What follows belongs to an exercise in optimizing a design on an open flow for small area; a production flow would make more cautious choices. In this exercise RTL edits were held to simulation tests only and were not proved equivalent to the original. No activity file was given, so power comes from the tool's default toggle rates. The flow treats the clock pin as an ideal source, which a real chip does not have.

the previous run:
## window_generator_3x3
module window_generator_3x3 #(
  parameter int PIXEL_W    = img_pkg::PIXEL_W,
  parameter int IMG_WIDTH  = 256,
  parameter int IMG_HEIGHT = 256
) (
  input  logic                                    clk,
  input  logic                                    reset,
  input  logic [PIXEL_W-1:0]                      i_pixel,
  input  logic                                    i_pixel_valid,
  input  logic                                    i_sof,
  output logic [img_pkg::KERNEL_DIM*img_pkg::KERNEL_DIM*PIXEL_W-1:0] o_pixels,
  output logic                                    o_valid,
  output logic                                    o_frame_done
);
Size in the first run: roughly 46 I/O pins, about 0.062 mm2 of cells after synthesis.
==> module window_generator_3x3, before the edit <==
module window_generator_3x3 #(
  parameter int PIXEL_W    = img_pkg::PIXEL_W,
  parameter int IMG_WIDTH  = 256,
  parameter int IMG_HEIGHT = 256
) (
  input  logic                                    clk,
  input  logic                                    reset,
  input  logic [PIXEL_W-1:0]                      i_pixel,
  input  logic                                    i_pixel_valid,
  input  logic                                    i_sof,
  output logic [img_pkg::KERNEL_DIM*img_pkg::KERNEL_DIM*PIXEL_W-1:0] o_pixels,
  output logic                                    o_valid,
  output logic                                    o_frame_done
);
  localparam int KD    = img_pkg::KERNEL_DIM;
  localparam int NSLOT = KD * KD;
  localparam int CW    = $clog2(IMG_WIDTH);
  localparam int RW    = $clog2(IMG_HEIGHT);
  localparam logic [CW-1:0] COL_LAST = CW'(IMG_WIDTH - 1);
  localparam logic [RW-1:0] ROW_LAST = RW'(IMG_HEIGHT - 1);
  logic [CW-1:0]      col_cnt, eff_col;
  logic [RW-1:0]      row_cnt, eff_row;
  logic               tgl;
  logic [PIXEL_W-1:0] win [NSLOT];
  logic [PIXEL_W-1:0] lb_out [KD-1];
  always_ff @(posedge clk) tgl <= ~tgl;
  for (genvar i = 0; i < KD - 1; i++) begin : g_lb
    line_buffer #(.DEPTH(IMG_WIDTH - KD), .WIDTH(PIXEL_W)) u_lb (
      .clk  (clk),
      .en   (i_pixel_valid),
      .en_n (~i_pixel_valid),
      .t    (tgl),
      .din  (win[(i+1)*KD]),
      .dout (lb_out[i])
    );
  end
  always_ff @(posedge clk) begin
    if (i_pixel_valid) begin
      for (int r = 0; r < KD; r++)
        for (int c = 0; c < KD - 1; c++)
          win[r*KD + c] <= win[r*KD + c + 1];
      for (int r = 0; r < KD - 1; r++) win[r*KD + KD - 1] <= lb_out[r];
      win[NSLOT-1] <= i_pixel;
    end
  end
  logic col_ge2, row_ge2, col_last, row_last;
  always_comb begin
    col_ge2  = !i_sof && (col_cnt[CW-1:1] != '0);
    row_ge2  = !i_sof && (row_cnt[RW-1:1] != '0);
    col_last = !i_sof && (col_cnt == COL_LAST);
    row_last = !i_sof && (row_cnt == ROW_LAST);
    eff_col  = i_sof ? '0 : col_cnt;
    eff_row  = i_sof ? '0 : row_cnt;
  end
  always_ff @(posedge clk) begin
    if (!reset) begin
      col_cnt <= '0;
      row_cnt <= '0;
    end else if (i_pixel_valid) begin
      col_cnt <= eff_col + 1'b1;
      row_cnt <= eff_row + RW'(col_last);
    end
  end
  always_ff @(posedge clk) begin
    o_valid      <= reset && i_pixel_valid && row_ge2 && col_ge2;
    o_frame_done <= reset && i_pixel_valid && row_last && col_last;
  end
  always_comb begin
    o_pixels = '0;
    for (int k = 0; k < NSLOT; k++) begin
      o_pixels[img_pkg::slot_offset(k, PIXEL_W) +: PIXEL_W] = win[k];
    end
  end
endmodule
clock: 6.0 ns
lec_check: 0
cap_margin: 20
core_margin: 2
core_utilization: 65
cts_buf_list: sky130_fd_sc_hd__clkbuf_16
cts_cluster_diameter: 90
cts_cluster_size: 30
slew_margin: 20
synth_hierarchical: 1
standard.sh (not shown) runs the stock make flow with config.mk's settings and CLKGATE_MAP_FILE= SYNTH_SCRIPT=/design/flow/synth_recipe.tcl, a recipe that flattens the netlist after the stock synthesis.
==> flow/flow/run.sh <==
#!/bin/bash
set -euo pipefail
export BUFFER_PORTS_ARGS="-buffer_cell sky130_fd_sc_hd__buf_1"
export CTS_ARGS="-sink_clustering_enable -repair_clock_nets -dont_use_dummy_load -buf_list sky130_fd_sc_hd__clkbuf_16 -sink_clustering_size 30 -sink_clustering_max_diameter 90"
bash standard.sh finish > make.log 2>&1
Inputs modified between the previous run and the current run:
--- a/flow/design.v
+++ b/flow/design.v
@@ -45,6 +45,6 @@
   localparam logic [CW-1:0] COL_LAST = CW'(IMG_WIDTH - 1);
   localparam logic [RW-1:0] ROW_LAST = RW'(IMG_HEIGHT - 1);
-  logic [CW-1:0]      col_cnt, eff_col;
-  logic [RW-1:0]      row_cnt, eff_row;
+  logic [CW-1:0]      col_cnt;
+  logic [RW-1:0]      row_cnt;
   logic               tgl;
   logic [PIXEL_W-1:0] win [NSLOT];
@@ -72,10 +72,8 @@
   logic col_ge2, row_ge2, col_last, row_last;
   always_comb begin
-    col_ge2  = !i_sof && (col_cnt[CW-1:1] != '0);
-    row_ge2  = !i_sof && (row_cnt[RW-1:1] != '0);
+    col_ge2  = !i_sof && (col_cnt >= CW'(2));
+    row_ge2  = !i_sof && (row_cnt >= RW'(2));
     col_last = !i_sof && (col_cnt == COL_LAST);
     row_last = !i_sof && (row_cnt == ROW_LAST);
-    eff_col  = i_sof ? '0 : col_cnt;
-    eff_row  = i_sof ? '0 : row_cnt;
   end
   always_ff @(posedge clk) begin
@@ -84,6 +82,6 @@
       row_cnt <= '0;
     end else if (i_pixel_valid) begin
-      col_cnt <= eff_col + 1'b1;
-      row_cnt <= eff_row + RW'(col_last);
+      col_cnt <= i_sof ? CW'(1) : col_cnt + 1'b1;
+      row_cnt <= i_sof ? '0 : row_cnt + RW'(col_last);
     end
   end
[summary]
The previous run and the current run all finish clean. In the current run the number of combinational gates with multiple inputs turned out 12 lower than in the previous run. Any difference in number of buffers inserted for hold repair after clock tree synthesis between the previous run and the current run is small enough to ignore. Between the previous run and the current run, the difference in starting utilization of the core area is negligible. As far as power density over cell area is concerned, the current run and the previous run perform about the same. Delta(setup slack of the worst register-to-register path, the current run - the previous run) > 0. From the previous run to the current run the numbers moved as follows: count of plain and timing-repair buffers fell by about 6%; worst setup slack rose by 0.44 ns. The sequential share of layout area of the current run and that of the previous run are within noise of each other. Sequential share of the synthesized area delta (the current run -> the previous run): insignificant. Of the previous run and the current run, the current run shows the lower tightest hold margin, with the previous run above it. The previous run → the current run: number of max-slew violations in the final report held; synthesized instance count held.

[what the ideal ports hide]
How much do the figures lean on ideal ports? The routed layouts below were timed once more, with nothing changed but the port constraints.
Step 1: set_driving_cell puts a clkbuf_16 on clk and a buf_2 on each other input, an assumption about the parent block.
Step 2 moves the port delays by t, midway between the first and last clock arrival at a register: inputs arrive t later, outputs are due t later. That takes back most of the time a late clock gives input paths.
Slacks: ideal / step 1 / step 2; pairs: ideal / step 1.
run	t (ns)	setup slack, ns	worst setup path at the end
the previous run	0.712	2.877 / 2.919 / 2.208	input to register
the current run	0.710	3.316 / 3.312 / 2.602	input to register
After both steps setup and hold are still met in every run listed. The setup slack of the current run, which loses most, moves by -0.004 ns with the drivers and by -0.714 ns with both steps.
